From an optimization exercise on the open Yosys and OpenROAD flow, aimed at small area, a short achievable clock period and few clock cycles per item; shortcuts taken in it are not production practice.
Function was checked by simulation only, so behaviour that the tests miss may differ from the original.
Power figures rest on the tool's default switching activity, not on a simulated workload.

## bridgeTop
module bridgeTop (
  input  wire         pclk,
  input  wire         preset_n,
  input  wire         awvalid,
  output logic        awready,
  input  wire  [31:0] awaddr,
  input  wire  [7:0]  awid,
  input  wire  [7:0]  awlen,
  input  wire  [1:0]  awburst,
  input  wire  [2:0]  awprot,
  input  wire         wvalid,
  output logic        wready,
  input  wire  [31:0] wdata,
  input  wire  [3:0]  wstrb,
  input  wire         arvalid,
  output logic        arready,
  input  wire  [31:0] araddr,
  input  wire  [7:0]  arid,
  input  wire  [7:0]  arlen,
  input  wire  [1:0]  arburst,
  input  wire  [2:0]  arprot,
  output logic        rvalid,
  input  wire         rready,
  output logic [31:0] rdata,
  output logic [1:0]  rresp,
  output logic [7:0]  rid,
  output logic        rlast,
  output logic        bvalid,
  input  wire         bready,
  output logic [1:0]  bresp,
  output logic [7:0]  bid,
  output logic [31:0] paddr,
  output logic [31:0] pwdata,
  output logic [3:0]  pstrb,
  output logic [2:0]  pprot,
  output logic        pwrite,
  output logic        penable,
  output logic [3:0]  psel,
  input  wire  [3:0]  pready,
  input  wire  [3:0]  pslverr,
  input  wire  [127:0] prdata
);
  logic        act;
  logic        turn;       
  logic        oom;        
  logic        incr;
  logic [7:0]  cnt;        
  logic        wHave;      
  logic [14:0] addr;
  logic [3:0]  strb;
  logic        wr;         
  logic [3:0]  rsel;       
  logic        rAcc;       
  logic        wFree;      
  logic        last;
  logic        takeW;
  logic        takeR;
  logic        sel;        
  logic        serr;
  logic [31:0] sdata;
  logic        done;
  logic        go;
  logic        wTake;
  logic        actN;
  logic        turnN;
  logic        wHaveN;
  logic        rvalidN;
  logic        bvalidN;
  logic        wAccN;
  logic        awOom;
  logic        arOom;
  assign last  = (cnt == 8'd0);
  assign awOom = (awaddr[31:14] != 18'd0);
  assign arOom = (araddr[31:14] != 18'd0);
  assign takeW = awready && awvalid;
  ...
export LEC_CHECK = 0
export CAP_MARGIN = 20
export CORE_MARGIN = 2
export CORE_UTILIZATION = 40
export SETUP_SLACK_MARGIN = 2.8
export SLEW_MARGIN = 20
create_clock -name core_clock -period 5.0 [get_ports {pclk}]
standard.sh (not shown) runs the stock make flow with config.mk's settings and CLKGATE_MAP_FILE= SYNTH_SCRIPT=/design/flow/synth_recipe.tcl, a recipe that flattens the netlist after the stock synthesis.
==> flow/flow/run.sh <==
#!/bin/bash
# standard ORFS layout (the standard.sh, standard synthesis unchanged),
# with every port buffered by the smallest buffer instead of a delay buffer
set -euo pipefail
bash standard.sh "BUFFER_PORTS_ARGS=-buffer_cell sky130_fd_sc_hd__buf_1" finish > standard.log 2>&1
The baseline passed the timing, design-rule and antenna checks.
Testbench counts at the start, summed over its fixed seeds: cycles 9,506, beats 2,933.
Edit:
--- a/flow/flow/run.sh
+++ b/flow/flow/run.sh
@@ -3 +3,2 @@
-# with every port buffered by the smallest buffer instead of a delay buffer
+# with every port buffered by the smallest buffer instead of a delay buffer,
+# and no dummy loads in the clock tree
@@ -4,0 +6 @@
+export CTS_ARGS="-sink_clustering_enable -repair_clock_nets -dont_use_dummy_load"
Effect:
- The changed run completed without violations
- global-route usage decreases by 0.15 points
- routed wire length goes down by 0.81%
- final cell count shrinks by 1.4%
- non-clock buffer count is unchanged
- power is lower by about 13%
- via count goes down by about 0.6%
- hold slack stays flat
- first-iteration DRC count came out lower by 26%
Edit:
--- a/flow/config.mk
+++ b/flow/config.mk
@@ -11 +11 @@
-export SETUP_SLACK_MARGIN = 2.8
+export SETUP_SLACK_MARGIN = 3.0
Critical path depth is higher by 4.
Sequential cell count stays the same.
Clock power is lower by about 0.7%.
Sequential share of layout area is lower by 2.2 points.
Edit:
==> flow/flow/run.sh (replaced) <==
#!/bin/bash
# standard ORFS layout (the standard.sh, standard synthesis unchanged),
# with every port buffered by the smallest buffer instead of a delay buffer
set -euo pipefail
bash standard.sh "BUFFER_PORTS_ARGS=-buffer_cell sky130_fd_sc_hd__buf_1" finish > standard.log 2>&1
--- a/flow/config.mk
+++ b/flow/config.mk
@@ -10 +10 @@
-export CORE_UTILIZATION = 40
+export CORE_UTILIZATION = 55
What happened: Now the flow failed in I/O pin placement (3_2_place_iop) on PPL-0024; synthesized area does not change; synthesized cell count does not change.
Edit:
--- a/flow/flow/run.sh
+++ b/flow/flow/run.sh
@@ -3 +3,2 @@
-# with every port buffered by the smallest buffer instead of a delay buffer
+# with every port buffered by the smallest buffer instead of a delay buffer,
+# and no dummy loads in the clock tree
@@ -4,0 +6 @@
+export CTS_ARGS="-sink_clustering_enable -repair_clock_nets -dont_use_dummy_load"
--- a/flow/config.mk
+++ b/flow/config.mk
@@ -10,2 +10,2 @@
-export CORE_UTILIZATION = 55
-export SETUP_SLACK_MARGIN = 3.0
+export CORE_UTILIZATION = 40
+export SETUP_SLACK_MARGIN = 2.6
The changed run completed without violations.
Area after synthesis does not change.
Synthesized cell count stays the same.

---

== run 1 ==
Another version of the RTL of bridgeTop (not shown whole).
For scale: ~510 cells after synthesis, ~100 flip-flops, ~420 I/O pins.
Settings: LEC_CHECK=0, CAP_MARGIN=20, CORE_MARGIN=2, CORE_UTILIZATION=40, PLACE_DENSITY=0.85, SETUP_SLACK_MARGIN=2.9, SLEW_MARGIN=20; clock period 5.0 ns.
==> flow/flow/run.sh <==
#!/bin/bash
# standard ORFS layout (the standard.sh, standard synthesis unchanged),
# with every port buffered by the smallest buffer instead of a delay buffer,
# and no dummy loads in the clock tree
set -euo pipefail
export CTS_ARGS="-sink_clustering_enable -repair_clock_nets -dont_use_dummy_load"
bash standard.sh "BUFFER_PORTS_ARGS=-buffer_cell sky130_fd_sc_hd__buf_1" finish > standard.log 2>&1
Run 1 was carried through to the last stage, and its layout satisfied the timing, design-rule and antenna checks.
Testbench counts of run 1, summed over its fixed seeds: cycles 10,018, beats 2,933.
The inputs of run 2 differ from those of run 1 as listed below.
- removing PLACE_DENSITY (formerly 0.85)
- changing SETUP_SLACK_MARGIN from 2.9 to 2.8
Findings:
- Run 2: no failed stages, no open violations at the end
- Run 2 — overall power of the completed layout 69 uW lower, run 1 as reference
- Lower largest net degree at the start of global routing among run 1 and run 2: run 1
- [diff] worst hold slack after final layout, run 2 relative to run 1: improvement
- Delta (run 2 minus run 1): cell area after layout decreased by 1.7% relative to the old numbers; routed wire length has decreased; instance area at placement held steady.
What run 3 does differently from run 2 at the input level:
- an added ABC_AREA of 1
Results
- Run 2 reports its combinational family with the most area after synthesis as compound AO/OA/AOI/OAI gates while run 3 reports simple AND/OR/NAND/NOR gates.
- Run 3 packs its core looser than run 2.
- Delta (run 3 minus run 2): maximum clock frequency moved up, total power saw a decrease.
- Run comparison: run 3 highest metal layer with signal wires met5; run 2 highest metal layer with signal wires met4
- Run 3 finished all stages; the layout is clean.
- On worst relative slew slack, run 3 does worse than run 2.
Changes in run 4 relative to run 3:
- putting PLACE_DENSITY at 0.75 where nothing was set
- clearing ABC_AREA, which used to be 1
- swapping 2.8 for 3.05 in SETUP_SLACK_MARGIN
### Flow results
The combinational group share of total power number comes out lower for run 3 vs run 4.
Going from run 3 to run 4, the worst-margin pin slew was found to have gone down by 43 ps.
Compared with run 3, run 4 shows fill cell instance count of the final layout that has gone down by more than 10%.
Relative to run 3, the die area measured on run 4 has decreased by a few percent.
A biggest power consumer among the groups of combinational logic is what run 4 shows, while registers belongs to run 3.
Side by side, vias after detailed routing turned out lower in run 4 than in run 3.
From run 3 to run 4 the numbers moved as follows: global-route usage now sits higher, total of clock buffers placed in the layout neither gained nor lost much, distinct cell type count after synthesis +17, final cell count lost about 12%.
When run 4 is set beside run 3, its sequential cell area share turns out to be 1.6 points smaller.

---

bridgeTop again, from the RTL that the note above started with.
Settings: LEC_CHECK=0, CAP_MARGIN=20, CORE_MARGIN=2, CORE_UTILIZATION=40, PLACE_DENSITY=0.75, SETUP_SLACK_MARGIN=2.9, SLEW_MARGIN=20; clock period 5.0 ns.
Scripts as last shown in full above: flow/flow/run.sh
Testbench counts at the start, summed over its fixed seeds: cycles 10,018, beats 2,933.
Rerun with:
==> flow/run.sh (new file) <==
#!/bin/bash
# synth_recipe.tcl (not shown) runs the flow's synth.tcl, then flattens the netlist and writes it again
# the make line also repeats each setting of config.mk as NAME=value (left out here)
make -C /OpenROAD-flow-scripts/flow DESIGN_CONFIG=/design/flow/config.mk WORK_HOME=/design/flow/orfs CLKGATE_MAP_FILE= SYNTH_SCRIPT=/design/flow/synth_recipe.tcl finish
Settings changed: PLACE_DENSITY 0.75 to not set, SETUP_SLACK_MARGIN 2.9 to 3.0.
removed: flow/flow/run.sh
removed: flow/standard.sh
Worst setup slack gets worse by 0.046 ns.
Die area does not change.
Core utilization went up by 20 points.
Total power went up by 21%.
Cell count went up by 5.2%.
Global-route usage went up by 5.3 points.
Clock skew went down by 0.031 ns.
Routed wire length went up by 20%.
Non-clock buffer count went up by 51.
Clock-buffer cell count went up by 4.

==> separate check: timing with driven ports <==
How much do the figures lean on ideal ports? The routed layouts below were timed once more, with nothing changed but the port constraints. Step 1 sets driving cells, clkbuf_16 on the clock port and buf_2 on the other inputs (assumed; they add their load-dependent delay and slew). Step 2 adds t to the input delays and takes it off the output delays; t is the mean of the earliest and latest rising clock arrival at the registers after step 1. Input paths then give back, and output paths get back, about the clock's delay inside the block. a / b / c = ideal / step 1 / step 2; a / b = the first two.
run | shift t [ns] | setup slack, ns | worst hold slack (ns) | clock arrival spread, ns | worst register clock-pin slew, ns
the first run of note 1 | 0.460 | 2.871 / 2.836 / 2.424 | 0.428 / 0.425 / 0.474 | 0.010 / 0.011 | 0.06 / 0.06
the second run of note 1 | 0.453 | 2.878 / 2.835 / 2.484 | 0.426 / 0.426 / 0.471 | 0.022 / 0.022 | 0.06 / 0.06
the third run of note 1 | 0.446 | 2.882 / 2.900 / 2.454 | 0.465 / 0.465 / 0.465 | 0.019 / 0.020 | 0.06 / 0.06
the fifth run of note 1 | 0.453 | 2.754 / 2.774 / 2.321 | 0.467 / 0.467 / 0.467 | 0.021 / 0.022 | 0.06 / 0.06
run 1 | 0.374 | 2.922 / 2.892 / 2.585 | 0.479 / 0.479 / 0.479 | 0.029 / 0.029 | 0.08 / 0.08
run 2 | 0.376 | 2.842 / 2.797 / 2.527 | 0.498 / 0.498 / 0.498 | 0.015 / 0.016 | 0.07 / 0.07
run 3 | 0.377 | 2.864 / 2.821 / 2.581 | 0.469 / 0.469 / 0.469 | 0.018 / 0.018 | 0.07 / 0.07
run 4 | 0.382 | 2.965 / 2.922 / 2.616 | 0.512 / 0.512 / 0.512 | 0.028 / 0.027 | 0.08 / 0.08
the first run of note 3 | 0.386 | 2.928 / 2.887 / 2.558 | 0.473 / 0.473 / 0.473 | 0.036 / 0.037 | 0.08 / 0.08
the second run of note 3 | 0.385 | 2.883 / 2.847 / 2.463 | 0.499 / 0.499 / 0.499 | 0.006 / 0.005 | 0.07 / 0.07
After both steps setup and hold are still met in every run listed. For the first run of note 1, which loses most, drivers alone change the setup slack by -0.035 ns; drivers and shift together by -0.447 ns.
